This is an optimization exercise on Yosys and OpenROAD, whose aim is small area, a short achievable clock period and few clock cycles per item, not a production implementation.
Only simulation tests tie the RTL to the original design; equivalence was not proved.

--- design/flow/config.mk ---
export PLATFORM = sky130hd
export DESIGN_NAME = cct_two_channel_led_mixer_unit
export DESIGN_NICKNAME = cct_two_channel_led_mixer_unit
export VERILOG_FILES = /design/flow/design.v
export SDC_FILE = /design/flow/constraint.sdc
export NUM_CORES = 4
export LEC_CHECK = 0
export CAP_MARGIN = 20
export CORE_MARGIN = 2
export CORE_UTILIZATION = 40
export SETUP_SLACK_MARGIN = 4.0
export SLEW_MARGIN = 20
--- design/flow/constraint.sdc ---
create_clock -name core_clock -period 8.0 [get_ports {i_clk}]
set_input_delay 1.6000 -clock core_clock [delete_from_list [all_inputs] [get_ports {i_clk}]]
set_output_delay 1.6000 -clock core_clock [all_outputs]
set_load 0.01 [all_outputs]
--- design/flow/design.v ---
package cmx_pkg;
    localparam int KELVIN_W = 16;
    localparam int MARGIN_W = 10;
    localparam int DUTY_W   = 16;
    localparam int CFG_W    = 16;
    localparam int CFG_IDX_W = 2;
    localparam logic [CFG_IDX_W-1:0] CFG_WARM_KELVIN = 2'd0;
    localparam logic [CFG_IDX_W-1:0] CFG_COLD_KELVIN = 2'd1;
    localparam logic [CFG_IDX_W-1:0] CFG_SNAP_MARGIN = 2'd2;
    localparam logic [CFG_IDX_W-1:0] CFG_PWM_FULL    = 2'd3;
    localparam logic [KELVIN_W-1:0] RST_WARM_KELVIN = 16'd2700;
    localparam logic [KELVIN_W-1:0] RST_COLD_KELVIN = 16'd6500;
    localparam logic [MARGIN_W-1:0] RST_SNAP_MARGIN = 10'd75;
    localparam logic [DUTY_W-1:0]   RST_PWM_FULL    = 16'd1023;
    function automatic logic [26:0] booth16(input logic [16:0] b);
        logic [18:0] x;
        x = {1'b0, b, 1'b0};
        for (int i = 0; i < 9; i++) begin
            booth16[3*i+2] = x[2*i+1] ^ x[2*i];
            booth16[3*i+1] = (x[2*i+2] & !x[2*i+1] & !x[2*i]) | (!x[2*i+2] & x[2*i+1] & x[2*i]);
            booth16[3*i]   = x[2*i+2];
        end
    endfunction
endpackage
module cmx_csa #(
    parameter int NR = 16,
    parameter int W  = 32
) (
    input  logic [NR-1:0][W-1:0] i_rows,
    output logic [W-1:0]         o_s,
    output logic [W-1:0]         o_c
);
    function automatic int rows_at(input int lv);
        rows_at = NR;
        for (int i = 0; i < lv; i++) begin
            if (rows_at > 2) rows_at = (rows_at / 3) * 2 + (rows_at % 3);
        end
    endfunction
    function automatic int levels();
        levels = 0;
        for (int i = 0; i < 12; i++) begin
            if (rows_at(i) > 2) levels = i + 1;
        end
    endfunction
    localparam int NL = levels();
    logic [W-1:0] r [NL+1][NR];
    for (genvar i = 0; i < NR; i++) begin : g_in
        assign r[0][i] = i_rows[i];
    end
    for (genvar lv = 0; lv < NL; lv++) begin : g_lv
        localparam int N  = rows_at(lv);
        localparam int NG = N / 3;
        for (genvar g = 0; g < NG; g++) begin : g_fa
            assign r[lv+1][2*g]   = r[lv][3*g] ^ r[lv][3*g+1] ^ r[lv][3*g+2];
            assign r[lv+1][2*g+1] = ((r[lv][3*g] & r[lv][3*g+1]) | (r[lv][3*g] & r[lv][3*g+2])
                                     | (r[lv][3*g+1] & r[lv][3*g+2])) << 1;
        end
        for (genvar k = 3 * NG; k < N; k++) begin : g_pass
            assign r[lv+1][2*NG+k-3*NG] = r[lv][k];
        end
        for (genvar k = 2 * NG + N - 3 * NG; k < NR; k++) begin : g_zero
            assign r[lv+1][k] = '0;
        end
    end
    assign o_s = r[NL][0];
    assign o_c = (NR > 1) ? r[NL][1] : '0;
endmodule
module cmx_mulcs #(
    parameter int AW = 16,
    parameter int BW = 16,
    parameter int W  = AW + BW
) (
    input  logic [AW-1:0] i_a,
    input  logic [BW-1:0] i_b,
    output logic [W-1:0]  o_s,
    output logic [W-1:0]  o_c
);
    logic [BW-1:0][W-1:0] rows;
    always_comb begin
        for (int i = 0; i < BW; i++) rows[i] = W'(i_a & {AW{i_b[i]}}) << i;
    end
    cmx_csa #(.NR(BW), .W(W)) u_csa (.i_rows(rows), .o_s(o_s), .o_c(o_c));
endmodule
module cmx_sqcs (
    input  logic [15:0] i_a,
    output logic [31:0] o_s,
    output logic [31:0] o_c
);
    localparam int NR = 9;
    logic [NR-1:0][31:0] rows;
    assign rows[0][0] = i_a[0];
    assign rows[0][1] = 1'b0;
    assign rows[0][2] = i_a[1];
    assign rows[0][3] = (i_a[0] & i_a[2]);
    assign rows[0][4] = i_a[2];
    assign rows[0][5] = (i_a[0] & i_a[4]);
    assign rows[0][6] = i_a[3];
    assign rows[0][7] = (i_a[0] & i_a[6]);
    assign rows[0][8] = i_a[4];
    assign rows[0][9] = (i_a[0] & i_a[8]);
    assign rows[0][10] = i_a[5];
    assign rows[0][11] = (i_a[0] & i_a[10]);
    assign rows[0][12] = i_a[6];
    assign rows[0][13] = (i_a[0] & i_a[12]);
    assign rows[0][14] = i_a[7];
    assign rows[0][15] = (i_a[0] & i_a[14]);
    assign rows[0][16] = i_a[8];
    assign rows[0][17] = (i_a[1] & i_a[15]);
    assign rows[0][18] = i_a[9];
    assign rows[0][19] = (i_a[3] & i_a[15]);
    assign rows[0][20] = i_a[10];
    assign rows[0][21] = (i_a[5] & i_a[15]);
    assign rows[0][22] = i_a[11];
    assign rows[0][23] = (i_a[7] & i_a[15]);
    assign rows[0][24] = i_a[12];
    assign rows[0][25] = (i_a[9] & i_a[15]);
    assign rows[0][26] = i_a[13];
    assign rows[0][27] = (i_a[11] & i_a[15]);
    assign rows[0][28] = i_a[14];
    assign rows[0][29] = (i_a[13] & i_a[15]);
    assign rows[0][30] = i_a[15];
    assign rows[0][31] = 1'b0;
    assign rows[1][0] = 1'b0;
    assign rows[1][1] = 1'b0;
    assign rows[1][2] = (i_a[0] & i_a[1]);
    assign rows[1][3] = 1'b0;
    assign rows[1][4] = (i_a[0] & i_a[3]);
    assign rows[1][5] = (i_a[1] & i_a[3]);
    assign rows[1][6] = (i_a[0] & i_a[5]);
    assign rows[1][7] = (i_a[1] & i_a[5]);
    assign rows[1][8] = (i_a[0] & i_a[7]);
    assign rows[1][9] = (i_a[1] & i_a[7]);
    assign rows[1][10] = (i_a[0] & i_a[9]);
    assign rows[1][11] = (i_a[1] & i_a[9]);
    assign rows[1][12] = (i_a[0] & i_a[11]);
    assign rows[1][13] = (i_a[1] & i_a[11]);
    assign rows[1][14] = (i_a[0] & i_a[13]);
    assign rows[1][15] = (i_a[1] & i_a[13]);
    assign rows[1][16] = (i_a[0] & i_a[15]);
    assign rows[1][17] = (i_a[2] & i_a[14]);
    assign rows[1][18] = (i_a[2] & i_a[15]);
    assign rows[1][19] = (i_a[4] & i_a[14]);
    assign rows[1][20] = (i_a[4] & i_a[15]);
    assign rows[1][21] = (i_a[6] & i_a[14]);
    assign rows[1][22] = (i_a[6] & i_a[15]);
    assign rows[1][23] = (i_a[8] & i_a[14]);
    assign rows[1][24] = (i_a[8] & i_a[15]);
    assign rows[1][25] = (i_a[10] & i_a[14]);
    assign rows[1][26] = (i_a[10] & i_a[15]);
    assign rows[1][27] = (i_a[12] & i_a[14]);
    assign rows[1][28] = (i_a[12] & i_a[15]);
    assign rows[1][29] = 1'b0;
    assign rows[1][30] = (i_a[14] & i_a[15]);
    assign rows[1][31] = 1'b0;
    assign rows[2][0] = 1'b0;
    assign rows[2][1] = 1'b0;
    assign rows[2][2] = 1'b0;
    assign rows[2][3] = 1'b0;
    assign rows[2][4] = (i_a[1] & i_a[2]);
    assign rows[2][5] = 1'b0;
    assign rows[2][6] = (i_a[1] & i_a[4]);
    assign rows[2][7] = (i_a[2] & i_a[4]);
    assign rows[2][8] = (i_a[1] & i_a[6]);
    assign rows[2][9] = (i_a[2] & i_a[6]);
    assign rows[2][10] = (i_a[1] & i_a[8]);
    assign rows[2][11] = (i_a[2] & i_a[8]);
    assign rows[2][12] = (i_a[1] & i_a[10]);
    assign rows[2][13] = (i_a[2] & i_a[10]);
    assign rows[2][14] = (i_a[1] & i_a[12]);
    assign rows[2][15] = (i_a[2] & i_a[12]);
    assign rows[2][16] = (i_a[1] & i_a[14]);
    assign rows[2][17] = (i_a[3] & i_a[13]);
    assign rows[2][18] = (i_a[3] & i_a[14]);
    assign rows[2][19] = (i_a[5] & i_a[13]);
    assign rows[2][20] = (i_a[5] & i_a[14]);
    assign rows[2][21] = (i_a[7] & i_a[13]);
    assign rows[2][22] = (i_a[7] & i_a[14]);
    assign rows[2][23] = (i_a[9] & i_a[13]);
    assign rows[2][24] = (i_a[9] & i_a[14]);
    assign rows[2][25] = (i_a[11] & i_a[13]);
    assign rows[2][26] = (i_a[11] & i_a[14]);
    assign rows[2][27] = 1'b0;
    assign rows[2][28] = (i_a[13] & i_a[14]);
    assign rows[2][29] = 1'b0;
    assign rows[2][30] = 1'b0;
    assign rows[2][31] = 1'b0;
    assign rows[3][0] = 1'b0;
    assign rows[3][1] = 1'b0;
    assign rows[3][2] = 1'b0;
    assign rows[3][3] = 1'b0;
    assign rows[3][4] = 1'b0;
    assign rows[3][5] = 1'b0;
    assign rows[3][6] = (i_a[2] & i_a[3]);
    assign rows[3][7] = 1'b0;
    assign rows[3][8] = (i_a[2] & i_a[5]);
    assign rows[3][9] = (i_a[3] & i_a[5]);
    assign rows[3][10] = (i_a[2] & i_a[7]);
    assign rows[3][11] = (i_a[3] & i_a[7]);
    assign rows[3][12] = (i_a[2] & i_a[9]);
    assign rows[3][13] = (i_a[3] & i_a[9]);
    assign rows[3][14] = (i_a[2] & i_a[11]);
    assign rows[3][15] = (i_a[3] & i_a[11]);
    assign rows[3][16] = (i_a[2] & i_a[13]);
    assign rows[3][17] = (i_a[4] & i_a[12]);
    assign rows[3][18] = (i_a[4] & i_a[13]);
    assign rows[3][19] = (i_a[6] & i_a[12]);
    assign rows[3][20] = (i_a[6] & i_a[13]);
    assign rows[3][21] = (i_a[8] & i_a[12]);
    assign rows[3][22] = (i_a[8] & i_a[13]);
    assign rows[3][23] = (i_a[10] & i_a[12]);
    assign rows[3][24] = (i_a[10] & i_a[13]);
    assign rows[3][25] = 1'b0;
    assign rows[3][26] = (i_a[12] & i_a[13]);
    assign rows[3][27] = 1'b0;
    assign rows[3][28] = 1'b0;
    assign rows[3][29] = 1'b0;
    assign rows[3][30] = 1'b0;
    assign rows[3][31] = 1'b0;
    assign rows[4][0] = 1'b0;
    assign rows[4][1] = 1'b0;
    assign rows[4][2] = 1'b0;
    assign rows[4][3] = 1'b0;
    assign rows[4][4] = 1'b0;
    assign rows[4][5] = 1'b0;
    assign rows[4][6] = 1'b0;
    assign rows[4][7] = 1'b0;
    assign rows[4][8] = (i_a[3] & i_a[4]);
    assign rows[4][9] = 1'b0;
    assign rows[4][10] = (i_a[3] & i_a[6]);
    assign rows[4][11] = (i_a[4] & i_a[6]);
    assign rows[4][12] = (i_a[3] & i_a[8]);
    assign rows[4][13] = (i_a[4] & i_a[8]);
    assign rows[4][14] = (i_a[3] & i_a[10]);
    assign rows[4][15] = (i_a[4] & i_a[10]);
    assign rows[4][16] = (i_a[3] & i_a[12]);
    assign rows[4][17] = (i_a[5] & i_a[11]);
    assign rows[4][18] = (i_a[5] & i_a[12]);
    assign rows[4][19] = (i_a[7] & i_a[11]);
    assign rows[4][20] = (i_a[7] & i_a[12]);
    assign rows[4][21] = (i_a[9] & i_a[11]);
    assign rows[4][22] = (i_a[9] & i_a[12]);
    assign rows[4][23] = 1'b0;
    assign rows[4][24] = (i_a[11] & i_a[12]);
    assign rows[4][25] = 1'b0;
    assign rows[4][26] = 1'b0;
    assign rows[4][27] = 1'b0;
    assign rows[4][28] = 1'b0;
    assign rows[4][29] = 1'b0;
    assign rows[4][30] = 1'b0;
    assign rows[4][31] = 1'b0;
    assign rows[5][0] = 1'b0;
    assign rows[5][1] = 1'b0;
    assign rows[5][2] = 1'b0;
    assign rows[5][3] = 1'b0;
    assign rows[5][4] = 1'b0;
    assign rows[5][5] = 1'b0;
    assign rows[5][6] = 1'b0;
    assign rows[5][7] = 1'b0;
    assign rows[5][8] = 1'b0;
    assign rows[5][9] = 1'b0;
    assign rows[5][10] = (i_a[4] & i_a[5]);
    assign rows[5][11] = 1'b0;
    assign rows[5][12] = (i_a[4] & i_a[7]);
    assign rows[5][13] = (i_a[5] & i_a[7]);
    assign rows[5][14] = (i_a[4] & i_a[9]);
    assign rows[5][15] = (i_a[5] & i_a[9]);
    assign rows[5][16] = (i_a[4] & i_a[11]);
    assign rows[5][17] = (i_a[6] & i_a[10]);
    assign rows[5][18] = (i_a[6] & i_a[11]);
    assign rows[5][19] = (i_a[8] & i_a[10]);
    assign rows[5][20] = (i_a[8] & i_a[11]);
    assign rows[5][21] = 1'b0;
    assign rows[5][22] = (i_a[10] & i_a[11]);
    assign rows[5][23] = 1'b0;
    assign rows[5][24] = 1'b0;
    assign rows[5][25] = 1'b0;
    assign rows[5][26] = 1'b0;
    assign rows[5][27] = 1'b0;
    assign rows[5][28] = 1'b0;
    assign rows[5][29] = 1'b0;
    assign rows[5][30] = 1'b0;
    assign rows[5][31] = 1'b0;
    assign rows[6][0] = 1'b0;
    assign rows[6][1] = 1'b0;
    assign rows[6][2] = 1'b0;
    assign rows[6][3] = 1'b0;
    assign rows[6][4] = 1'b0;
    assign rows[6][5] = 1'b0;
    assign rows[6][6] = 1'b0;
    assign rows[6][7] = 1'b0;
    assign rows[6][8] = 1'b0;
    assign rows[6][9] = 1'b0;
    assign rows[6][10] = 1'b0;
    assign rows[6][11] = 1'b0;
    assign rows[6][12] = (i_a[5] & i_a[6]);
    assign rows[6][13] = 1'b0;
    assign rows[6][14] = (i_a[5] & i_a[8]);
    assign rows[6][15] = (i_a[6] & i_a[8]);
    assign rows[6][16] = (i_a[5] & i_a[10]);
    assign rows[6][17] = (i_a[7] & i_a[9]);
    assign rows[6][18] = (i_a[7] & i_a[10]);
    assign rows[6][19] = 1'b0;
    assign rows[6][20] = (i_a[9] & i_a[10]);
    assign rows[6][21] = 1'b0;
    assign rows[6][22] = 1'b0;
    assign rows[6][23] = 1'b0;
    assign rows[6][24] = 1'b0;
    assign rows[6][25] = 1'b0;
    assign rows[6][26] = 1'b0;
    assign rows[6][27] = 1'b0;
    assign rows[6][28] = 1'b0;
    assign rows[6][29] = 1'b0;
    assign rows[6][30] = 1'b0;
    assign rows[6][31] = 1'b0;
    assign rows[7][0] = 1'b0;
    assign rows[7][1] = 1'b0;
    assign rows[7][2] = 1'b0;
    assign rows[7][3] = 1'b0;
    assign rows[7][4] = 1'b0;
    assign rows[7][5] = 1'b0;
    assign rows[7][6] = 1'b0;
    assign rows[7][7] = 1'b0;
    assign rows[7][8] = 1'b0;
    assign rows[7][9] = 1'b0;
    assign rows[7][10] = 1'b0;
    assign rows[7][11] = 1'b0;
    assign rows[7][12] = 1'b0;
    assign rows[7][13] = 1'b0;
    assign rows[7][14] = (i_a[6] & i_a[7]);
    assign rows[7][15] = 1'b0;
    assign rows[7][16] = (i_a[6] & i_a[9]);
    assign rows[7][17] = 1'b0;
    assign rows[7][18] = (i_a[8] & i_a[9]);
    assign rows[7][19] = 1'b0;
    assign rows[7][20] = 1'b0;
    assign rows[7][21] = 1'b0;
    assign rows[7][22] = 1'b0;
    assign rows[7][23] = 1'b0;
    assign rows[7][24] = 1'b0;
    assign rows[7][25] = 1'b0;
    assign rows[7][26] = 1'b0;
    assign rows[7][27] = 1'b0;
    assign rows[7][28] = 1'b0;
    assign rows[7][29] = 1'b0;
    assign rows[7][30] = 1'b0;
    assign rows[7][31] = 1'b0;
    assign rows[8][0] = 1'b0;
    assign rows[8][1] = 1'b0;
    assign rows[8][2] = 1'b0;
    assign rows[8][3] = 1'b0;
    assign rows[8][4] = 1'b0;
    assign rows[8][5] = 1'b0;
    assign rows[8][6] = 1'b0;
    assign rows[8][7] = 1'b0;
    assign rows[8][8] = 1'b0;
    assign rows[8][9] = 1'b0;
    assign rows[8][10] = 1'b0;
    assign rows[8][11] = 1'b0;
    assign rows[8][12] = 1'b0;
    assign rows[8][13] = 1'b0;
    assign rows[8][14] = 1'b0;
    assign rows[8][15] = 1'b0;
    assign rows[8][16] = (i_a[7] & i_a[8]);
    assign rows[8][17] = 1'b0;
    assign rows[8][18] = 1'b0;
    assign rows[8][19] = 1'b0;
    assign rows[8][20] = 1'b0;
    assign rows[8][21] = 1'b0;
    assign rows[8][22] = 1'b0;
    assign rows[8][23] = 1'b0;
    assign rows[8][24] = 1'b0;
    assign rows[8][25] = 1'b0;
    assign rows[8][26] = 1'b0;
    assign rows[8][27] = 1'b0;
    assign rows[8][28] = 1'b0;
    assign rows[8][29] = 1'b0;
    assign rows[8][30] = 1'b0;
    assign rows[8][31] = 1'b0;
    cmx_csa #(.NR(NR), .W(32)) u_csa (.i_rows(rows), .o_s(o_s), .o_c(o_c));
endmodule
module cmx_mulbcs #(
    parameter int AW = 16,
    parameter int W  = 32
) (
    input  logic [AW-1:0] i_a,
    input  logic [26:0]   i_b,
    output logic [W-1:0]  o_s,
    output logic [W-1:0]  o_c
);
    logic [8:0][W-1:0] rows;
    for (genvar i = 0; i < 9; i++) begin : g_row
        logic          one, two, neg;
        logic [AW:0]   m;
        logic [W-1:0]  mz, v, nb;
        assign one = i_b[3*i+2];
        assign two = i_b[3*i+1];
        assign neg = i_b[3*i];
        assign m   = one ? {1'b0, i_a} : (two ? {i_a, 1'b0} : '0);
        assign mz  = {{(W-AW-1){1'b0}}, m};
        assign v   = neg ? ~mz : mz;
        if (i == 0) begin : g_first
            assign rows[i] = v;
        end else begin : g_next
            assign nb      = {{(W-1){1'b0}}, i_b[3*(i-1)]};
            assign rows[i] = (v << (2 * i)) | (nb << (2 * (i - 1)));
        end
    end
    cmx_csa #(.NR(9), .W(W)) u_csa (.i_rows(rows), .o_s(o_s), .o_c(o_c));
endmodule
module cmx_div (
    input  logic [33:0] i_ws,
    input  logic [33:0] i_wc,
    input  logic [30:0] i_d,
    output logic [33:0] o_ws,
    output logic [33:0] o_wc,
    output logic [1:0]  o_qp,
    output logic [1:0]  o_qn
);
    logic [33:0] dv;
    assign dv = {3'b001, i_d};
    function automatic logic [33:0] addend(input logic qp, input logic qn, input logic [33:0] d);
        addend = qp ? ~d : (qn ? d : 34'd0);
    endfunction
    function automatic logic [67:0] step(input logic [33:0] ws, input logic [33:0] wc,
                                         input logic qp, input logic qn, input logic [33:0] d);
        logic [33:0] a, b, y, s, c;
        a = {ws[32:0], 1'b0};
        b = {wc[32:0], 1'b0};
        y = addend(qp, qn, d);
        s = a ^ b ^ y;
        c = {(a[32:0] & b[32:0]) | (a[32:0] & y[32:0]) | (b[32:0] & y[32:0]), qp};
        step = {s, c};
    endfunction
    function automatic logic [1:0] digit(input logic [3:0] es, input logic [3:0] ec);
        logic [3:0] e;
        e = es + ec;
        digit = {!e[3], e[3] && (e != 4'hF)};
    endfunction
    logic [1:0]  q0, q1;
    logic [33:0] ws1, wc1, ws2, wc2;
    assign q0 = digit(i_ws[33:30], i_wc[33:30]);
    assign {ws1, wc1} = step(i_ws, i_wc, q0[1], q0[0], dv);
    logic [5:0] t1s [3];
    logic [5:0] t1c [3];
    logic [1:0] e1  [3];
    for (genvar k = 0; k < 3; k++) begin : g_t1
        localparam logic KP = (k == 0);
        localparam logic KN = (k == 2);
        logic [33:0] y;
        assign y = addend(KP, KN, dv);
        for (genvar b = 28; b < 34; b++) begin : g_b
            assign t1s[k][b-28] = i_ws[b-1] ^ i_wc[b-1] ^ y[b];
            assign t1c[k][b-28] = (i_ws[b-2] & i_wc[b-2]) | (i_ws[b-2] & y[b-1]) | (i_wc[b-2] & y[b-1]);
        end
        assign e1[k] = digit(t1s[k][5:2], t1c[k][5:2]);
    end
    assign q1 = q0[1] ? e1[0] : (q0[0] ? e1[2] : e1[1]);
    assign {ws2, wc2} = step(ws1, wc1, q1[1], q1[0], dv);
    assign o_ws = ws2;
    assign o_wc = wc2;
    assign o_qp = {q0[1], q1[1]};
    assign o_qn = {q0[0], q1[0]};
endmodule
module cct_two_channel_led_mixer_unit #(
    parameter int FRAC_BITS = 16
) (
    input  logic                                i_clk,
    input  logic                                i_rst_n,
    input  logic                                i_cfg_we,
    input  logic [cmx_pkg::CFG_IDX_W-1:0]       i_cfg_idx,
    input  logic [cmx_pkg::CFG_W-1:0]           i_cfg_data,
    input  logic                                i_in_valid,
    output logic                                o_in_ready,
    input  logic                                i_in_light_on,
    input  logic [FRAC_BITS:0]                  i_in_level,
    input  logic [cmx_pkg::KELVIN_W-1:0]        i_in_color_temp,
    output logic                                o_out_valid,
    input  logic                                i_out_ready,
    output logic [cmx_pkg::DUTY_W-1:0]          o_out_warm_duty,
    output logic [cmx_pkg::DUTY_W-1:0]          o_out_cold_duty,
    output logic                                o_out_level_rejected
);
    localparam int DIV_SPS = 2;                  
    localparam int NDS     = 16 / DIV_SPS;       
    function automatic logic [3:0] lzc16(input logic [15:0] x);
        lzc16 = 4'd15;
        for (int i = 0; i < 16; i++) begin
            if (x[i]) lzc16 = 4'(15 - i);
        end
    endfunction
    logic [15:0] r_warm_k;
    logic [15:0] r_cold_k;
    logic [9:0]  r_margin;
    logic [15:0] r_pwm_full;
    always_ff @(posedge i_clk) begin
        if (!i_rst_n) begin
            r_warm_k   <= cmx_pkg::RST_WARM_KELVIN;
            r_cold_k   <= cmx_pkg::RST_COLD_KELVIN;
            r_margin   <= cmx_pkg::RST_SNAP_MARGIN;
            r_pwm_full <= cmx_pkg::RST_PWM_FULL;
        end else if (i_cfg_we) begin
            case (i_cfg_idx)
                cmx_pkg::CFG_WARM_KELVIN: r_warm_k   <= i_cfg_data;
                cmx_pkg::CFG_COLD_KELVIN: r_cold_k   <= i_cfg_data;
                cmx_pkg::CFG_SNAP_MARGIN: r_margin   <= i_cfg_data[9:0];
                cmx_pkg::CFG_PWM_FULL:    r_pwm_full <= i_cfg_data;
                default: begin
                end
            endcase
        end
    end
    logic        r_cw_le;         
    logic [16:0] r_wm;            
    logic [16:0] r_cm;            
    logic        r_cm_neg;        
    logic        r_w0;            
    logic [15:0] r_cw;            
    logic [26:0] r_cwb;           
    logic [26:0] r_cb;            
    logic [26:0] r_pb;            
    logic [3:0]  r_cwz;           
    always_ff @(posedge i_clk) begin
        r_cw_le  <= (r_cold_k <= r_warm_k);
        r_wm     <= {1'b0, r_warm_k} + 17'(r_margin);
        r_cm     <= {1'b0, r_cold_k} - 17'(r_margin);
        r_cm_neg <= (17'(r_margin) > {1'b0, r_cold_k});
        r_w0     <= (r_warm_k == 16'd0);
        r_cw     <= r_cold_k - r_warm_k;
        r_cwz    <= lzc16(r_cw);
        r_cwb    <= cmx_pkg::booth16({1'b0, r_cw << lzc16(r_cw)});
        r_cb     <= cmx_pkg::booth16({1'b0, r_cold_k});
        r_pb     <= cmx_pkg::booth16({1'b0, r_pwm_full});
    end
    logic r_adv;
    logic r_rdy;                  
    logic r_q0_v, r_q1_v;
    logic push, pop;
    logic q0_v_n, q1_v_n;
    logic        r0_v, r0_on, r0_rej, r0_sq;
    logic [16:0] r0_lv;
    logic [15:0] r0_ct;
    always_ff @(posedge i_clk) begin
        if (!i_rst_n) r0_v <= 1'b0;
        else if (r_adv) r0_v <= i_in_valid;
    end
    always_ff @(posedge i_clk) begin
        if (r_adv) begin
            r0_on  <= i_in_light_on;
            r0_lv  <= i_in_level;
            r0_ct  <= i_in_color_temp;
            r0_rej <= i_in_level[16] && (|i_in_level[15:0]);
            r0_sq  <= (i_in_level > 17'd9830);
        end
    end
    localparam logic [14:0] LIN_M = 15'd19661;    
    logic [3:0]  tz;
    logic [15:0] tw;
    logic [31:0] sq_s, sq_c;
    logic [28:0] lin_s, lin_c;
    logic [7:0][28:0] lin_rows;
    logic        snap0, snap1;
    logic        r1_v, r1_on, r1_rej, r1_sq, r1_l16, r1_mix, r1_one;
    logic [15:0] r1_tn, r1_an;
    logic [31:0] r1_sq_s, r1_sq_c;
    logic [28:0] r1_lin_s, r1_lin_c;
    assign tz = lzc16(r0_ct);
    assign tw = r0_ct - r_warm_k;
    cmx_sqcs u_sq (.i_a(r0_lv[15:0]), .o_s(sq_s), .o_c(sq_c));
    always_comb begin
        int n;
        n = 0;
        lin_rows = '0;
        for (int i = 0; i < 15; i++) begin
            if (LIN_M[i]) begin
                lin_rows[n] = 29'(r0_lv[13:0]) << i;
                n = n + 1;
            end
        end
    end
    cmx_csa #(.NR(8), .W(29)) u_lin (.i_rows(lin_rows), .o_s(lin_s), .o_c(lin_c));
    assign snap0 = r_cw_le || ({1'b0, r0_ct} <= r_wm);
    assign snap1 = r_cm_neg || ({1'b0, r0_ct} >= r_cm);
    always_ff @(posedge i_clk) begin
        if (!i_rst_n) r1_v <= 1'b0;
        else if (r_adv) r1_v <= r0_v;
    end
    always_ff @(posedge i_clk) begin
        if (r_adv) begin
            r1_on    <= r0_on;
            r1_rej   <= r0_rej;
            r1_sq    <= r0_sq;
            r1_l16   <= r0_lv[16];
            r1_mix   <= !snap0 && !snap1 && !r_w0;
            r1_one   <= !snap0 && (snap1 || r_w0);
            r1_tn    <= r0_ct << tz;
            r1_an    <= tw << tz;
            r1_sq_s  <= sq_s;
            r1_sq_c  <= sq_c;
            r1_lin_s <= lin_s;
            r1_lin_c <= lin_c;
        end
    end
    logic [31:0] lsq;
    logic [28:0] llin;
    logic [16:0] k_new, k_eff, r_kept;
    logic [31:0] ds, dc, ns, nc;
    logic        r2_v, r2_rej, r2_mix, r2_one;
    logic [16:0] r2_kd;
    logic [31:0] r2_ds, r2_dc, r2_ns, r2_nc;
    assign lsq   = r1_sq_s + r1_sq_c;
    assign llin  = r1_lin_s + r1_lin_c;
    assign k_new = !r1_sq ? {6'd0, llin[27:17]} : (r1_l16 ? 17'h10000 : {1'b0, lsq[31:16]});
    assign k_eff = r1_rej ? r_kept : k_new;
    cmx_mulbcs #(.AW(16), .W(32)) u_d (.i_a(r1_tn), .i_b(r_cwb), .o_s(ds), .o_c(dc));
    cmx_mulbcs #(.AW(16), .W(32)) u_n (.i_a(r1_an), .i_b(r_cb),  .o_s(ns), .o_c(nc));
    always_ff @(posedge i_clk) begin
        if (!i_rst_n) begin
            r2_v   <= 1'b0;
            r_kept <= '0;
        end else if (r_adv) begin
            r2_v <= r1_v;
            if (r1_v) r_kept <= k_eff;
        end
    end
    always_ff @(posedge i_clk) begin
        if (r_adv) begin
            r2_rej <= r1_rej;
            r2_mix <= r1_mix;
            r2_one <= r1_one;
            r2_kd  <= r1_on ? k_eff : 17'd0;
            r2_ds  <= ds;
            r2_dc  <= dc;
            r2_ns  <= ns;
            r2_nc  <= nc;
        end
    end
    logic [31:0] d1, n1, n2;
    logic        dsh;
    assign d1  = r2_ds + r2_dc;
    assign n1  = r2_ns + r2_nc;
    assign dsh = !d1[31];
    assign n2  = n1 << r_cwz;
    logic        rd_v   [NDS+1];
    logic        rd_rej [NDS+1];
    logic        rd_mix [NDS+1];
    logic        rd_one [NDS+1];
    logic [16:0] rd_kd  [NDS+1];
    logic [30:0] rd_d   [NDS+1];
    logic [33:0] rd_ws  [NDS+1];
    logic [33:0] rd_wc  [NDS+1];
    logic [15:0] rd_qp  [NDS+1];
    logic [15:0] rd_qn  [NDS+1];
    always_ff @(posedge i_clk) begin
        if (!i_rst_n) rd_v[0] <= 1'b0;
        else if (r_adv) rd_v[0] <= r2_v;
    end
    always_ff @(posedge i_clk) begin
        if (r_adv) begin
            rd_rej[0] <= r2_rej;
            rd_mix[0] <= r2_mix;
            rd_one[0] <= r2_one;
            rd_kd[0]  <= r2_kd;
            rd_d[0]   <= dsh ? {d1[29:0], 1'b0} : d1[30:0];
            rd_ws[0]  <= {2'b00, dsh ? {n2[30:0], 1'b0} : n2};
            rd_wc[0]  <= '0;
            rd_qp[0]  <= '0;
            rd_qn[0]  <= '0;
        end
    end
    for (genvar g = 0; g < NDS; g++) begin : g_div
        logic [33:0]        ws_n, wc_n;
        logic [DIV_SPS-1:0] qp, qn;
        cmx_div u_div (
            .i_ws (rd_ws[g]),
            .i_wc (rd_wc[g]),
            .i_d  (rd_d[g]),
            .o_ws (ws_n),
            .o_wc (wc_n),
            .o_qp (qp),
            .o_qn (qn)
        );
        always_ff @(posedge i_clk) begin
            if (!i_rst_n) rd_v[g+1] <= 1'b0;
            else if (r_adv) rd_v[g+1] <= rd_v[g];
        end
        always_ff @(posedge i_clk) begin
            if (r_adv) begin
                rd_rej[g+1] <= rd_rej[g];
                rd_mix[g+1] <= rd_mix[g];
                rd_one[g+1] <= rd_one[g];
                rd_kd[g+1]  <= rd_kd[g];
                rd_d[g+1]   <= rd_d[g];
                rd_ws[g+1]  <= ws_n;
                rd_wc[g+1]  <= wc_n;
                rd_qp[g+1]  <= 16'({rd_qp[g], qp});
                rd_qn[g+1]  <= 16'({rd_qn[g], qn});
            end
        end
    end
    logic [33:0] wfin;
    logic [15:0] quo0, quo1;
    logic        rc_v, rc_rej;
    logic [16:0] rc_kd, rc_s;
    logic [26:0] rc_kb;
    assign wfin = rd_ws[NDS] + rd_wc[NDS];
    assign quo1 = rd_qp[NDS] + ~rd_qn[NDS];           
    assign quo0 = rd_qp[NDS] + ~rd_qn[NDS] + 16'd1;   
    always_ff @(posedge i_clk) begin
        if (!i_rst_n) rc_v <= 1'b0;
        else if (r_adv) rc_v <= rd_v[NDS];
    end
    always_ff @(posedge i_clk) begin
        if (r_adv) begin
            rc_rej <= rd_rej[NDS];
            rc_kd  <= rd_kd[NDS];
            rc_kb  <= cmx_pkg::booth16(rd_kd[NDS]);
            rc_s   <= rd_one[NDS] ? 17'h10000
                    : (rd_mix[NDS] ? {1'b0, wfin[33] ? quo1 : quo0} : 17'd0);
        end
    end
    logic [32:0] ms, mc;
    logic        rm_v, rm_rej;
    logic [16:0] rm_kd;
    logic [32:0] rm_s, rm_c;
    cmx_mulbcs #(.AW(17), .W(33)) u_m (.i_a(rc_s), .i_b(rc_kb), .o_s(ms), .o_c(mc));
    always_ff @(posedge i_clk) begin
        if (!i_rst_n) rm_v <= 1'b0;
        else if (r_adv) rm_v <= rc_v;
    end
    always_ff @(posedge i_clk) begin
        if (r_adv) begin
            rm_rej <= rc_rej;
            rm_kd  <= rc_kd;
            rm_s   <= ms;
            rm_c   <= mc;
        end
    end
    logic [32:0] sk, xa, xs, xc, xt;
    logic        rx_v, rx_rej;
    logic [16:0] rx_x, rx_y;
    assign sk = rm_s + rm_c;
    assign xa = {rm_kd[16:0], 16'h0001};
    assign xs = xa ^ ~rm_s ^ ~rm_c;
    assign xc = {((xa[31:0] & ~rm_s[31:0]) | (xa[31:0] & ~rm_c[31:0]) | (~rm_s[31:0] & ~rm_c[31:0])), 1'b1};
    assign xt = xs + xc;
    always_ff @(posedge i_clk) begin
        if (!i_rst_n) rx_v <= 1'b0;
        else if (r_adv) rx_v <= rm_v;
    end
    always_ff @(posedge i_clk) begin
        if (r_adv) begin
            rx_rej <= rm_rej;
            rx_y   <= sk[32:16];
            rx_x   <= xt[32:16];
        end
    end
    logic [31:0] pxs, pxc, pys, pyc;
    logic        rp_v, rp_rej;
    logic [31:0] rp_xs, rp_xc, rp_ys, rp_yc;
    cmx_mulbcs #(.AW(17), .W(32)) u_px (.i_a(rx_x), .i_b(r_pb), .o_s(pxs), .o_c(pxc));
    cmx_mulbcs #(.AW(17), .W(32)) u_py (.i_a(rx_y), .i_b(r_pb), .o_s(pys), .o_c(pyc));
    always_ff @(posedge i_clk) begin
        if (!i_rst_n) rp_v <= 1'b0;
        else if (r_adv) rp_v <= rx_v;
    end
    always_ff @(posedge i_clk) begin
        if (r_adv) begin
            rp_rej <= rx_rej;
            rp_xs  <= pxs;
            rp_xc  <= pxc;
            rp_ys  <= pys;
            rp_yc  <= pyc;
        end
    end
    logic [31:0] xp, yp;
    logic [15:0] warm, cold;
    assign xp   = rp_xs + rp_xc;
    assign yp   = rp_ys + rp_yc;
    assign warm = xp[31:16];
    assign cold = yp[31:16];
    logic [15:0] r_q0_warm, r_q0_cold, r_q1_warm, r_q1_cold;
    logic        r_q0_rej, r_q1_rej;
    assign push   = r_adv && rp_v;
    assign pop    = r_q0_v && i_out_ready;
    assign q0_v_n = pop ? (r_q1_v || push) : (r_q0_v || push);
    assign q1_v_n = pop ? (r_q1_v && push) : (r_q1_v || (r_q0_v && push));
    always_ff @(posedge i_clk) begin
        if (!i_rst_n) begin
            r_q0_v <= 1'b0;
            r_q1_v <= 1'b0;
            r_adv  <= 1'b1;
            r_rdy  <= 1'b0;
        end else begin
            r_q0_v <= q0_v_n;
            r_q1_v <= q1_v_n;
            r_adv  <= !(q0_v_n && q1_v_n);
            r_rdy  <= !(q0_v_n && q1_v_n);
        end
    end
    always_ff @(posedge i_clk) begin
        if (pop ? r_q1_v : !r_q0_v) begin
            r_q0_warm <= r_q1_v ? r_q1_warm : warm;
            r_q0_cold <= r_q1_v ? r_q1_cold : cold;
            r_q0_rej  <= r_q1_v ? r_q1_rej  : rp_rej;
        end else if (pop) begin
            r_q0_warm <= warm;
            r_q0_cold <= cold;
            r_q0_rej  <= rp_rej;
        end
        if (push) begin
            r_q1_warm <= warm;
            r_q1_cold <= cold;
            r_q1_rej  <= rp_rej;
        end
    end
    assign o_in_ready           = r_rdy;
    assign o_out_valid          = r_q0_v;
    assign o_out_warm_duty      = r_q0_warm;
    assign o_out_cold_duty      = r_q0_cold;
    assign o_out_level_rejected = r_q0_rej;
endmodule
--- design/flow/run.sh ---
#!/bin/bash
# synth_recipe.tcl (not shown) runs the flow's synth.tcl, then flattens the netlist and writes it again
# the make line also repeats each setting of config.mk as NAME=value (left out here)
make -C /OpenROAD-flow-scripts/flow DESIGN_CONFIG=/design/flow/config.mk WORK_HOME=/design/flow/orfs CLKGATE_MAP_FILE= SYNTH_SCRIPT=/design/flow/synth_recipe.tcl finish
==> impl_metrics.csv, run 1 <==
group,metric,value,unit
final_layout,synthToLayoutAreaGrowth,11.0,%
critical_path,crit_type,"reg -> reg",
grt,grt_pass1_vias,88574,
synth,syn-num-nets,13730,
grt,antenna_found_initial,7,
synth,avgSynthCellArea,11.7,um^2
synth,yosys.area.top_type,"edfxtp_1",
cts,numCtsBuffers,220,
critical_path,slowest_delay,0.59,ns
timing,holdWs,0.388,ns
synth,post-synth-top-count-cell,"edfxtp_1",
hold_path,min_path_type,"reg -> reg",
grt,grt.overflow.total,0,
critical_path,crit_path_start_kind,"flop",
cts,root_buffer,"clkbuf_16",
place,dp.final_hpwl,231,mm
detailed_routing,final_antenna_net_count,0,
critical_path,end_kind,"flop",
synth,synth.area.top_cells,"edfxtp_1 (39%), fa_1 (20%), ha_1 (6.8%), xnor2_1 (5.0%), inv_1 (3.7%)",
synth,ys.flop_type,"edfxtp_1",
synth,yosysTopAreaCellShare,39.1,%
place,place_ws,3.22,ns
timing,worstMarginPinSlew,1.05,ns
die,num_rows,213,
detailed_routing,drtIter0Drc,6356,
synth,synthArstFlopShare,0,%
final_layout,drive_above_1_share,7.78,%
synth,synthCells,11602,
die,die_x,586,um
detailed_routing,route.detailed.drc,0,
synth,synth_common_cells,"edfxtp_1 (1765), fa_1 (1334), inv_1 (1317), nand2_1 (1212), xnor2_1 (776)",
critical_path,r2r-end,"rm_s[11]$_DFFE_PP_",
critical_path,cp_cell_sequence,"nor2b_2 -> a22oi_1 -> xnor2_1 -> fa_1 -> inv_1 -> fa_1 -> inv_1 -> fa_1 -> inv_1 -> fa_1",
run_status,outcome,"finished clean",
timing,final.min_clock_period,3.93,ns
critical_path,critPathSlowestCell,"nor2b_2",
detailed_routing,wirelength,322,mm
synth,ys_types,106,
critical_path,cp_data_required_time,8.61,ns
cts,cts_max_level,4,
timing,clock.fmax,254,MHz
grt,grtUsageTotal,18.7,%
place,routabilityCongestion,0.866,
die,io_pins,92,
timing,skew,0.0433,ns
detailed_routing,drt_pass1_iterations,6,
critical_path,crit_fanout,10,
cts,cts.sinks,1989,
timing,hold_viol,0,
timing,worst_slack,4.07,ns
detailed_routing,wl_per_cell,19.8,um
die,core_area,337000,um^2
synth,synth_edf_count,1765,
cts,cts_tree,"done",
timing,slew_viol_final,0,
critical_path,cp_data_arrival_time,4.54,ns
timing,fin_tns_setup,0,ns
detailed_routing,vias_per_cell,5.19,
critical_path,rrSetupSlack,4.07,ns
hold_path,min_from,"r_cold_k[0]$_SDFFE_PN0P_",
timing,fin_crit_sh,49.1,%
hold_path,worst_hold_path.endpoint,"r_cb[2]$_DFF_P_",
cts,cts_buffer_depth,4,
grt,grt_max_degree,174,
grt,grt_pass1_wl,507,mm
die,die_h,586,um
timing,relSlewSlack,29.8,%
critical_path,rr_startpoint,"rc_kb[13]$_DFFE_PP_",
hold_path,hold_depth,0,
place,io_buffers,91,
detailed_routing,vias,84294,
timing,setup-violations-final,0,
final_layout,nNetsFinal,13678,
critical_path,r2r_cells,10,
synth,yosys_register_bits,1989,
final_layout,fillers,30666,
cts,clk-insertion-delay-late,0.89,ns
critical_path,cp_common_cell,"fa_1",
synth,syn-cell-area,135000,um^2
synth,seq_area_frac_synth,42.5,%
die,start_util,40.2,%
timing,rsz0062_at_grt,"no",
job,maxCapViolations,0,
cts,holdBufCountCts,0,
synth,yosysWarnings,31,
cts,clk_pin_slew,0.06,ns
die,dieArea,343000,um^2
-- logic make-up after synthesis --
kind of cell	synth area share, %
flip-flops	42.5
AO/OA/AOI/OAI	9.56
AND/OR/NAND/NOR	7.29
multiplexers	2.04
buffers and inverters	5.42
XOR/XNOR	6.71
adder cells (fa/ha/maj)	26.5
-- worst max-delay path by stage --
| stage | start | end | slack [ns] | cells past startpoint |
|---|---|---|---|---|
| after floorplan | r_adv$_SDFF_PN1_ | r_adv$_SDFF_PN1_ | -5.23 | 6 |
| after global placement | rd_d[4][30]$_DFFE_PP_ | rd_ws[5][31]$_DFFE_PP_ | 3.21 | 14 |
| after detailed placement | rd_wc[4][30]$_DFFE_PP_ | rd_ws[5][31]$_DFFE_PP_ | 3.22 | 12 |
| after CTS | rd_wc[4][30]$_DFFE_PP_ | rd_ws[5][31]$_DFFE_PP_ | 3.91 | 9 |
| after global routing | rd_wc[7][30]$_DFFE_PP_ | rd_ws[8][11]$_DFFE_PP_ | 3.97 | 13 |
| final | rc_kb[13]$_DFFE_PP_ | rm_s[11]$_DFFE_PP_ | 4.07 | 10 |
-- repair_timing --
item,in CTS,in global routing
endpoints found under the setup margin,704,567
hold endpoints to repair,0,0
gates cloned,9,7
pin swaps,10,12
gates resized for setup,113,109
buffers inserted,33,61
-- worst max-delay path, delay by kind of cell (launching register included) --
family	cells	cell delay, ns
and+or+nand+nor	1	0.59
DFF	1	0.57
adders and majority gates	4	1.95
AOI/OAI and AO/OA	1	0.19
xor gates and xnor gates	1	0.21
buffers and inverters	3	0.16
-- layout make-up --
| type | count | area, um^2 | share of cell area, % |
|---|---|---|---|
| multi-input combinational | 7679 | 71400 | 47.5 |
| sequential | 1989 | 57500 | 38.3 |
| clock buffer | 271 | 5910 | 3.93 |
| tap | 4515 | 5650 | 3.76 |
| inverter | 1345 | 5080 | 3.38 |
| timing repair buffer | 313 | 3230 | 2.15 |
| clock inverter | 130 | 1470 | 0.978 |
| timing repair inverter | 2 | 15.0 | 0.00999 |
| antenna | 2 | 5.00 | 0.00333 |
-- registers in the layout, summed over array words and instances (netlist names), 21 cells and up --
signal and flops:
rp_xs 28, g_div.u_div.i_ws 32, rd_ws 272, rm_c 28
rd_wc 257, r_cwb 24, r_pb 24, r1_sq_s 26
rp_xc 27, r1_sq_c 25, r_cb 24, rd_d 248
rp_ys 28, rd_qp 63, r2_ns 32, r2_dc 27
r1_lin_c 21, rp_yc 27, rm_s 33, r2_nc 27
r1_lin_s 22, r2_ds 32, rd_qn 64, rd_kd 153
-- metrics by stage --
step	util [%]	std cells	cell area (um^2)
4_1_cts	44.3	16175	149000
5_1_grt	44.6	16245	150000
3_3_place_gp	41.8	15732	141000
3_5_place_dp	41.8	15732	141000
2_1_floorplan	-	11602	135000
6_report	44.6	16246	150000
-- cells in the final DEF, fill, tap and decap left out, types with 33 or more instances in the layout --
master,synthesis,final
o211ai_1,33,33
nor2b_1,90,67
a21oi_2,8,46
inv_1,1317,1310
xor2_1,261,259
mux2i_1,123,120
a22oi_1,418,418
nand4_1,35,35
and2_1,117,117
o21bai_1,35,35
nand2_1,1212,1211
nand3_1,91,86
mux2_2,82,82
clkdlybuf4s50_1,0,90
fa_1,1334,1327
edfxtp_1,1765,1765
dfxtp_1,224,203
o21ai_0,751,749
a21oi_1,376,333
xnor2_1,776,767
a21boi_0,54,54
clkbuf_1,516,37
nor3_1,76,73
ha_1,737,735
nor2_1,464,463
clkbuf_16,0,231
buf_4,2,157
a21o_1,85,85
clkinv_1,15,41
o21a_1,55,55
clkinv_2,0,40
nand2b_1,39,39
-- routing by layer --
metal / wire length, um / GRT usage [%]
met2: 158000 / 32.0
met3: 16300 / 2.21
met1: 138000 / 25.0
met5: 13 / 0
met4: 8990 / 5.05
Testbench counts, summed over its fixed seeds: cycles 2,536, items 2,400.
==> inputs of run 2 (changes only) <==
--- a/design/flow/config.mk
+++ b/design/flow/config.mk
@@ -8,5 +8,6 @@
 export CAP_MARGIN = 20
 export CORE_MARGIN = 2
-export CORE_UTILIZATION = 40
+export CORE_UTILIZATION = 65
+export PLACE_DENSITY = 0.75
 export SETUP_SLACK_MARGIN = 4.0
 export SLEW_MARGIN = 20
==> impl_metrics.csv, run 2 <==
group,metric,value,unit
die,dieArea,212000,um^2
timing,skew,0.0526,ns
critical_path,cp_data_arrival_time,4.57,ns
place,routabilityCongestion,0.920,
job,maxCapViolations,0,
detailed_routing,vias_per_cell,5.94,
final_layout,nNetsFinal,13647,
final_layout,synthToLayoutAreaGrowth,8.98,%
timing,worst_slack,4.03,ns
timing,holdWs,0.406,ns
detailed_routing,drt_pass1_iterations,6,
synth,syn-num-nets,13730,
final_layout,drive_above_1_share,7.52,%
grt,grtUsageTotal,30.0,%
cts,cts_tree,"done",
synth,post-synth-top-count-cell,"edfxtp_1",
grt,grt_pass1_wl,495,mm
synth,yosys_register_bits,1989,
die,io_pins,92,
synth,yosys.area.top_type,"edfxtp_1",
timing,relSlewSlack,27.3,%
final_layout,largest_reg_flops,272,
critical_path,crit_path_start_kind,"flop",
synth,avgSynthCellArea,11.7,um^2
synth,syn-cell-area,135000,um^2
die,die_x,460,um
synth,synthArstFlopShare,0,%
critical_path,crit_fanout,17,
detailed_routing,wirelength,317,mm
grt,antenna_found_initial,4,
cts,clk-insertion-delay-late,0.89,ns
final_layout,final_common_cell,"edfxtp_1",
detailed_routing,drtIter0Drc,7199,
timing,fin_tns_setup,0,ns
die,num_rows,167,
timing,fin_crit_sh,49.6,%
final_layout,regMostFlops,"rd_ws",
timing,final.min_clock_period,3.97,ns
detailed_routing,wl_per_cell,21.9,um
cts,cts_max_level,4,
grt,grt_max_degree,218,
timing,rsz0062_at_grt,"yes",
run_status,outcome,"finished clean",
final_layout,fin_cells,14487,
synth,yosysTopAreaCellShare,39.1,%
synth,synth_common_cells,"edfxtp_1 (1765), fa_1 (1334), inv_1 (1317), nand2_1 (1212), xnor2_1 (776)",
timing,slew_viol_final,0,
synth,yosysWarnings,31,
cts,clk_pin_slew,0.06,ns
cts,holdBufCountCts,0,
die,start_util,65.4,%
synth,synthCells,11602,
place,io_buffers,91,
die,core_area,207000,um^2
cts,numCtsBuffers,204,
place,place_ws,3.34,ns
final_layout,final_cell_mix,"edfxtp_1 (1765), fa_1 (1328), inv_1 (1304)",
detailed_routing,vias,86087,
timing,hold_viol,0,
die,die_h,460,um
place,dp.final_hpwl,225,mm
cts,cts_buffer_depth,3,
hold_path,min_path_type,"reg -> reg",
synth,seq_area_frac_synth,42.5,%
critical_path,cp_data_required_time,8.60,ns
place,dp_cells,13997,
synth,ys.flop_type,"edfxtp_1",
detailed_routing,final_antenna_net_count,0,
synth,ys_types,106,
grt,grt_pass1_vias,89598,
critical_path,end_kind,"flop",
timing,setup-violations-final,0,
synth,synth_edf_count,1765,
detailed_routing,route.detailed.drc,0,
synth,synth.area.top_cells,"edfxtp_1 (39%), fa_1 (20%), ha_1 (6.8%), xnor2_1 (5.0%), inv_1 (3.7%)",
final_layout,largestRegisters,"rd_ws x272, rd_wc x257, rd_d x248",
timing,worstMarginPinSlew,1.08,ns
cts,cts.sinks,1989,
grt,grt.overflow.total,0,
cts,root_buffer,"clkbuf_16",
final_layout,post-route-util,71.3,%
critical_path,crit_type,"reg -> reg",
timing,clock.fmax,252,MHz
run 2: timing repair:
action,in CTS,in global routing
buffers inserted,31,50
pin swaps,10,21
resized for setup,86,122
endpoints found under the setup margin,672,491
gates cloned,15,7
run 2: cell type report:
type,count,area (um^2)
inverters,1345,5100
clock inverters,124,1530
diodes,4,10.0
repair inverters,3,22.5
clock buffers,258,5480
well taps,2788,3490
flip-flops and latches,1989,57500
multi-input cells,7686,71500
repair buffers,290,2980
fillers,14233,59500
run 2: final timing paths:
path | slack (ns) | endpoint | start | cells past startpoint
setup / recovery | 4.03 | rd_ws[6][9]$_DFFE_PP_ | rd_wc[5][30]$_DFFE_PP_ | 15
hold / removal | 0.41 | rd_kd[4][11]$_DFFE_PP_ | rd_kd[3][11]$_DFFE_PP_ | 0
hold reg to reg | 0.41 | rd_kd[4][11]$_DFFE_PP_ | rd_kd[3][11]$_DFFE_PP_ | 0
setup reg to reg | 4.03 | rd_ws[6][9]$_DFFE_PP_ | rd_wc[5][30]$_DFFE_PP_ | 15
run 2: layer usage:
| metal | routed length (um) | GRT usage [%] |
|---|---|---|
| met2 | 156000 | 50.4 |
| met4 | 14100 | 12.7 |
| met1 | 125000 | 39.3 |
| met3 | 21700 | 4.42 |
| met5 | 9 | 0 |
run 2: through the flow:
stage | area (um^2)
finish | 148000
global route | 148000
CTS | 146000
detailed placement | 139000
global placement | 139000
floorplan | 135000
run 2: worst max-delay path: stages, from the launching register on:
cell	delay [ns]
edfxtp_1	0.39
ha_1	0.26
inv_1	0.10
fa_2	0.49
or3_4	0.41
nor3_1	0.21
a21oi_1	0.08
xnor2_1	0.14
a21oi_2	0.23
buf_12	0.13
inv_1	0.05
o211ai_1	0.11
buf_4	0.21
buf_8	0.23
a21oi_2	0.12
fa_1	0.51
run 2: cells by family (layout without fill, tap and decap cells):
group                      Yosys count  count (layout)  synth area share, %
and+or+nand+nor                   2263            2266                 7.29
adders and majority gates         2071            2071                 26.5
AOI/OAI and AO/OA                 2059            2068                 9.56
DFF                               1989            1989                 42.5
buffers and inverters             1940            2020                 5.42
xor gates and xnor gates          1037            1038                 6.71
muxes                              243             243                 2.04
other                                0               4                    0
==> inputs of run 3 (changes only) <==
--- a/design/flow/design.v
+++ b/design/flow/design.v
@@ -388,20 +388,32 @@
     output logic [W-1:0]  o_c
 );
+    localparam int T0 = AW + 1;
+    function automatic logic [W-1:0] cneg();
+        logic [W-1:0] c;
+        c = '0;
+        for (int i = 0; i < 9; i++) begin
+            if (2 * i + AW + 1 < W) c = c - (W'(1) << (2 * i + AW + 1));
+        end
+        cneg = c;
+    endfunction
+    localparam logic [W-1:0]    CN  = cneg();
+    localparam logic [W-T0-1:0] CH0 = CN[W-1:T0];
+    localparam logic [W-T0-1:0] CH1 = CN[W-1:T0] + 1'b1;
     logic [8:0][W-1:0] rows;
     for (genvar i = 0; i < 9; i++) begin : g_row
-        logic          one, two, neg;
-        logic [AW:0]   m;
-        logic [W-1:0]  mz, v, nb;
+        logic        one, two, neg;
+        logic [AW:0] m, v;
         assign one = i_b[3*i+2];
         assign two = i_b[3*i+1];
         assign neg = i_b[3*i];
         assign m   = one ? {1'b0, i_a} : (two ? {i_a, 1'b0} : '0);
-        assign mz  = {{(W-AW-1){1'b0}}, m};
-        assign v   = neg ? ~mz : mz;
+        assign v   = neg ? ~m : m;
         if (i == 0) begin : g_first
-            assign rows[i] = v;
+            assign rows[i] = {neg ? CH0 : CH1, v};
         end else begin : g_next
+            logic [W-1:0] rv, nb;
+            assign rv      = {{(W-AW-2){1'b0}}, !neg, v};
             assign nb      = {{(W-1){1'b0}}, i_b[3*(i-1)]};
-            assign rows[i] = (v << (2 * i)) | (nb << (2 * (i - 1)));
+            assign rows[i] = (rv << (2 * i)) | (nb << (2 * (i - 1)));
         end
     end
==> impl_metrics.csv, run 3 <==
group,metric,value,unit
run_status,outcome,"finished clean",
hold_path,min_from,"rd_rej[3]$_DFFE_PP_",
grt,grt_max_degree,180,
synth,yosys.area.top_type,"edfxtp_1",
grt,grt.overflow.total,0,
hold_path,worst_hold_path.endpoint,"rd_rej[4]$_DFFE_PP_",
detailed_routing,final_antenna_net_count,0,
final_layout,drive_above_1_share,7.02,%
critical_path,r2r_cells,8,
critical_path,crit_fanout,14,
final_layout,synthToLayoutAreaGrowth,8.95,%
synth,yosys_register_bits,1989,
place,routabilityCongestion,0.958,
final_layout,nNetsFinal,13637,
final_layout,multi_input_comb_area,70300,um^2
timing,fin_crit_sh,49.3,%
synth,yosysTopAreaCellShare,39.7,%
final_layout,fillers,14275,
job,maxCapViolations,0,
detailed_routing,wl_per_cell,22.2,um
synth,syn-num-nets,13731,
timing,slew_viol_final,0,
synth,ys_types,85,
cts,holdBufCountCts,0,
timing,relSlewSlack,29.5,%
cts,clk_pin_slew,0.06,ns
synth,post-synth-top-count-cell,"edfxtp_1",
final_layout,regMostFlops,"rd_ws",
timing,final.min_clock_period,3.95,ns
final_layout,final_common_cell,"edfxtp_1",
critical_path,end_kind,"flop",
synth,synth_edf_count,1765,
timing,rsz0062_at_grt,"yes",
synth,ys.flop_type,"edfxtp_1",
grt,grt_pass1_vias,89862,
die,die_x,457,um
die,start_util,65.3,%
final_layout,largest_reg_flops,272,
die,io_pins,92,
place,io_buffers,91,
synth,synthCells,11676,
grt,grt_pass1_wl,504,mm
cts,clk-insertion-delay-late,0.90,ns
synth,avgSynthCellArea,11.4,um^2
detailed_routing,drt_pass1_iterations,15,
timing,hold_viol,0,
place,dp.final_hpwl,228,mm
place,place_area,137000,um^2
place,dp_cells,13954,
critical_path,cp_data_required_time,8.60,ns
die,num_rows,166,
final_layout,largestRegisters,"rd_ws x272, rd_wc x257, rd_d x248",
synth,synth.area.top_cells,"edfxtp_1 (40%), fa_1 (18%), ha_1 (7.3%), xnor2_1 (5.1%), nand2_1 (4.1%)",
timing,skew,0.0736,ns
cts,cts_tree,"done",
critical_path,crit_path_start_kind,"flop",
critical_path,cp_data_arrival_time,4.55,ns
cts,cts.sinks,1989,
detailed_routing,vias,86407,
grt,antenna_found_initial,5,
synth,syn-cell-area,134000,um^2
synth,synth_common_cells,"edfxtp_1 (1765), nand2_1 (1441), fa_1 (1220), inv_1 (1143), o21ai_0 (855)",
final_layout,final_cell_mix,"edfxtp_1 (1765), nand2_1 (1437), fa_1 (1217)",
cts,numCtsBuffers,209,
die,dieArea,209000,um^2
timing,holdWs,0.360,ns
synth,yosysWarnings,31,
cts,cts_buffer_depth,3,
critical_path,crit_type,"reg -> reg",
critical_path,rrSetupSlack,4.05,ns
timing,setup-violations-final,0,
final_layout,design_area,145000,um^2
final_layout,fin_cells,14445,
die,die_h,457,um
synth,seq_area_frac_synth,43.1,%
hold_path,hold_depth,0,
hold_path,min_path_type,"reg -> reg",
critical_path,rr_startpoint,"r_cb[6]$_DFF_P_",
timing,worstMarginPinSlew,1.06,ns
timing,clock.fmax,253,MHz
detailed_routing,wirelength,321,mm
synth,synthArstFlopShare,0,%
cts,cts_max_level,4,
cts,root_buffer,"clkbuf_16",
detailed_routing,drtIter0Drc,8051,
final_layout,register_area,57500,um^2
detailed_routing,route.detailed.drc,0,
critical_path,r2r-end,"r2_ns[15]$_DFFE_PP_",
die,core_area,204000,um^2
detailed_routing,vias_per_cell,5.98,
grt,grtUsageTotal,30.8,%
[run 3: changes by cell type after synthesis, moves of 21 or more]
cell,previous run,this run
a22oi_1,418,330
fa_1,1334,1220
a21oi_1,376,432
mux2_4,31,0
clkbuf_1,516,549
inv_1,1317,1143
ha_1,737,778
nor3_1,76,55
o21ai_0,751,855
nand2_1,1212,1441
nor2_1,464,489
[run 3: repair_timing]
item,4_1_cts,5_1_grt
gates cloned,15,7
pin swaps,14,14
gates resized for setup,91,129
setup buffers,29,53
endpoints found under the setup margin,623,533
[run 3: worst max-delay path by stage]
stage	from	end	slack (ns)	cells past startpoint
final	r_cb[6]$_DFF_P_	r2_ns[15]$_DFFE_PP_	4.05	8
after CTS	rd_d[7][30]$_DFFE_PP_	rd_ws[8][13]$_DFFE_PP_	3.98	13
after global placement	rd_wc[5][30]$_DFFE_PP_	rd_ws[6][31]$_DFFE_PP_	3.04	11
after global routing	rd_wc[1][30]$_DFFE_PP_	rd_ws[2][18]$_DFFE_PP_	3.94	15
after detailed placement	rd_wc[5][30]$_DFFE_PP_	rd_ws[6][14]$_DFFE_PP_	3.05	11
after floorplan	r_adv$_SDFF_PN1_	r_adv$_SDFF_PN1_	-5.20	6
[run 3: layer usage]
metal / wire [um] / GRT usage, % / vias up / part of all wire, %
li1: - / - / 39387 / -
met3: 21800 / 4.66 / 887 / 6.8
met4: 16900 / 14.0 / 6 / 5.3
met1: 125000 / 39.6 / 42512 / 39
met5: 125 / 0 / - / 0.039
met2: 157000 / 51.7 / 3615 / 49
[run 3: logic make-up (layout without fill, tap and decap cells)]
| logic type | Yosys count | in the layout | share of synthesized area, % |
|---|---|---|---|
| simple gates | 2535 | 2537 | 8.21 |
| compound gates | 2154 | 2161 | 9.87 |
| fa+ha+maj | 1998 | 1998 | 25.6 |
| flops | 1989 | 1989 | 43.1 |
| buf+inv | 1787 | 1853 | 5.04 |
| xor+xnor | 1027 | 1028 | 6.74 |
| mux | 186 | 186 | 1.50 |
| other cells | 0 | 5 | 0 |
[run 3: worst max-delay path, cell delays in order, from the launching register on]
cell and delay [ns]:
dfxtp_1 0.69, clkinv_2 0.53, xnor2_1 0.31, fa_1 0.56, inv_1 0.06, fa_1 0.48
inv_1 0.05, fa_1 0.49, fa_1 0.47
[run 3: through the flow]
| stage | util [%] | setup slack, ns | setup TNS [ns] |
|---|---|---|---|
| floorplan | - | -5.20 | -7824.49 |
| global placement | 66.8 | 3.04 | 0 |
| detailed placement | 66.8 | 3.05 | 0 |
| CTS | 70.6 | 3.98 | 0 |
| global route | 71.2 | 3.94 | 0 |
| finish | 71.2 | 4.05 | 0 |
[run 3: final cells by class]
type                       instances  share of cell area [%]
tap                             2688                    2.31
multi-input combinational       7910                    48.3
timing repair inverter             3                  0.0155
sequential                      1989                    39.6
timing repair buffer             296                    2.04
clock inverter                   123                   0.891
inverter                        1173                    3.04
clock buffer                     258                    3.84
antenna                            5                 0.00860
Testbench counts of run 3, summed over its fixed seeds: cycles 2,536, items 2,400.
==> inputs of run 4 (changes only) <==
--- a/design/flow/config.mk
+++ b/design/flow/config.mk
@@ -9,4 +9,5 @@
 export CORE_MARGIN = 2
 export CORE_UTILIZATION = 65
+export CTS_BUF_LIST = sky130_fd_sc_hd__clkbuf_8
 export PLACE_DENSITY = 0.75
 export SETUP_SLACK_MARGIN = 4.0
==> impl_metrics.csv, run 4 <==
group,metric,value,unit
run_status,outcome,"finished clean",
critical_path,slowest_delay,0.49,ns
cts,holdBufCountCts,0,
final_layout,largest_reg_flops,272,
grt,grt_pass1_vias,91004,
detailed_routing,vias,87047,
synth,synth_edf_count,1765,
final_layout,regMostFlops,"rd_ws",
timing,fin_tns_setup,0,ns
detailed_routing,drtIter0Drc,7877,
timing,holdWs,0.340,ns
cts,clk-insertion-delay-late,1.11,ns
critical_path,rrSetupSlack,4.04,ns
synth,yosysTopAreaCellShare,39.7,%
final_layout,largestRegisters,"rd_ws x272, rd_wc x257, rd_d x248",
critical_path,crit_fanout,9,
hold_path,min_from,"r_pwm_full[3]$_SDFFE_PN1P_",
synth,synth_common_cells,"edfxtp_1 (1765), nand2_1 (1441), fa_1 (1220), inv_1 (1143), o21ai_0 (855)",
cts,root_buffer,"clkbuf_8",
critical_path,end_kind,"flop",
grt,grt_pass1_wl,503,mm
detailed_routing,route.detailed.drc,0,
grt,met3_usage,5.15,%
grt,grt_busiest_layer,"met2",
synth,synth.area.top_cells,"edfxtp_1 (40%), fa_1 (18%), ha_1 (7.3%), xnor2_1 (5.1%), nand2_1 (4.1%)",
hold_path,min_path_type,"reg -> reg",
die,num_rows,166,
critical_path,rr_startpoint,"rd_ws[4][30]$_DFFE_PP_",
final_layout,nNetsFinal,13767,
synth,ys_types,85,
critical_path,crit_path_start_kind,"flop",
die,dieArea,209000,um^2
synth,ys.flop_type,"edfxtp_1",
die,die_x,457,um
die,die_h,457,um
place,io_buffers,91,
hold_path,worst_hold_path.endpoint,"r_pb[3]$_DFF_P_",
detailed_routing,final_antenna_net_count,0,
critical_path,cp_data_required_time,8.79,ns
die,core_area,204000,um^2
cts,cts.sinks,1989,
grt,met2_usage,51.4,%
timing,slew_viol_final,0,
place,dp.final_hpwl,228,mm
critical_path,critPathSlowestCell,"fa_2",
timing,fin_crit_sh,49.5,%
critical_path,r2r_cells,15,
timing,relSlewSlack,29.2,%
final_layout,final_cell_mix,"edfxtp_1 (1765), nand2_1 (1437), inv_1 (1225)",
critical_path,crit_type,"reg -> reg",
synth,seq_area_frac_synth,43.1,%
place,place_ws,3.05,ns
final_layout,fin_cells,14669,
cts,cts_max_level,5,
timing,skew,0.146,ns
detailed_routing,drt_pass1_iterations,7,
place,routabilityCongestion,0.958,
detailed_routing,vias_per_cell,5.93,
synth,yosysWarnings,31,
die,io_pins,92,
synth,syn-cell-area,134000,um^2
final_layout,final_common_cell,"edfxtp_1",
detailed_routing,wirelength,319,mm
timing,clock.fmax,252,MHz
job,maxCapViolations,0,
grt,antenna_found_initial,7,
critical_path,cp_data_arrival_time,4.75,ns
synth,post-synth-top-count-cell,"edfxtp_1",
place,dp_cells,13954,
synth,synthArstFlopShare,0,%
synth,syn-num-nets,13731,
timing,worst_slack,4.04,ns
synth,synthCells,11676,
hold_path,hold_depth,0,
synth,avgSynthCellArea,11.4,um^2
critical_path,r2r-end,"rd_ws[5][28]$_DFFE_PP_",
timing,hold_viol,0,
timing,final.min_clock_period,3.96,ns
cts,cts_buffer_depth,4,
cts,cts_tree,"done",
cts,numCtsBuffers,346,
final_layout,drive_above_1_share,7.95,%
timing,rsz0062_at_grt,"yes",
timing,setup-violations-final,0,
grt,grt_util_met1,39.2,%
grt,grt.overflow.total,0,
timing,worstMarginPinSlew,1.06,ns
die,start_util,65.3,%
synth,yosys.area.top_type,"edfxtp_1",
grt,grt_max_degree,180,
final_layout,synthToLayoutAreaGrowth,8.61,%
grt,grtUsageTotal,30.7,%
synth,yosys_register_bits,1989,
detailed_routing,wl_per_cell,21.8,um
cts,clk_pin_slew,0.06,ns
critical_path,cp_cell_sequence,"ha_4 -> inv_1 -> fa_2 -> or3_4 -> nor3_2 -> a21oi_1 -> xnor2_1 -> a21oi_2 -> buf_12 -> inv_1 -> o211ai_1 -> buf_4 -> buf_6 -> a21oi_1 -> fa_1",
run 4: cell counts after synthesis:
No cell type changed its count.
run 4: through the flow:
stage	cell area [um^2]	util (%)
detailed placement	137000	66.8
global placement	137000	66.8
CTS	144000	70.4
finish	145000	71.0
floorplan	134000	-
global route	145000	71.0
run 4: worst max-delay path: cells and delay by family, from the launching register on:
kind / cells / cell delay (ns)
xor+xnor: 1 / 0.19
simple gates: 2 / 0.59
buf+inv: 5 / 0.69
compound gates: 4 / 0.61
flops: 1 / 0.44
fa+ha+maj: 3 / 1.14
run 4: worst max path at each step:
stage	start	endpoint	slack, ns	cells after the start
after floorplan	r_adv$_SDFF_PN1_	r_adv$_SDFF_PN1_	-5.20	6
after global placement	rd_wc[5][30]$_DFFE_PP_	rd_ws[6][31]$_DFFE_PP_	3.04	11
after detailed placement	rd_wc[5][30]$_DFFE_PP_	rd_ws[6][14]$_DFFE_PP_	3.05	11
after CTS	rd_wc[5][30]$_DFFE_PP_	rd_ws[6][14]$_DFFE_PP_	3.99	11
after global routing	rd_ws[4][30]$_DFFE_PP_	rd_ws[5][28]$_DFFE_PP_	3.93	15
final	rd_ws[4][30]$_DFFE_PP_	rd_ws[5][28]$_DFFE_PP_	4.04	15
run 4: final cells by class:
cell class              count  area (um^2)
diodes                      4         10.0
clock inverters           243         1480
clock buffers             370         5090
fillers                 14375        59400
repair buffers            290         2850
inverters                1173         4430
well taps                2688         3360
flip-flops and latches   1989        57500
repair inverters            3         22.5
multi-input cells        7909        70200
run 4: cells by family after synthesis:
group	count (synthesis)	share of synthesized area [%]
fa+ha+maj	1998	25.6
flops	1989	43.1
mux	186	1.50
xor+xnor	1027	6.74
simple gates	2535	8.21
compound gates	2154	9.87
buf+inv	1787	5.04
run 4: timing repair:
item	4_1_cts	5_1_grt
endpoints found under the setup margin	622	553
gates cloned	15	4
gates resized for setup	83	135
setup buffers	28	50
pin swaps	15	14
run 4: routing by layer:
metal	share of wire, %	wire length (um)	up-vias
met1	39	125000	42944
met5	0.048	152	-
met3	6.9	22200	847
met2	49	157000	3546
met4	4.9	15600	10
li1	-	-	39700

-- separate check: timing with driven ports --
No port has a modelled driver above. Below, the same layouts with a new extraction and two added sets of constraints.
Step 1 sets driving cells, clkbuf_16 on the clock port and buf_2 on the other inputs (assumed; they add their load-dependent delay and slew).
Step 2 adds t to the input delays and takes it off the output delays; t is the mean of the earliest and latest rising clock arrival at the registers after step 1. Input paths then give back, and output paths get back, about the clock's delay inside the block.
a / b / c = no drivers / after step 1 / after step 2; a / b = the first two.
| run | t (ns) | slack for setup (ns) | clock arrival spread, ns | worst data-port slew with drivers (ns) |
|---|---|---|---|---|
| run 1 | 0.970 | 4.068 / 4.068 / 4.068 | 0.054 / 0.053 | 0.06 |
| run 2 | 0.949 | 4.033 / 4.033 / 3.521 | 0.061 / 0.060 | 0.04 |
| run 3 | 0.962 | 4.053 / 4.053 / 4.017 | 0.080 / 0.080 | 0.04 |
| run 4 | 1.127 | 4.038 / 4.038 / 4.005 | 0.146 / 0.147 | 0.04 |
After both steps setup and hold are still met in every run listed. The setup slack of run 2, which loses most, moves by 0.000 ns with the drivers and by -0.512 ns with both steps.
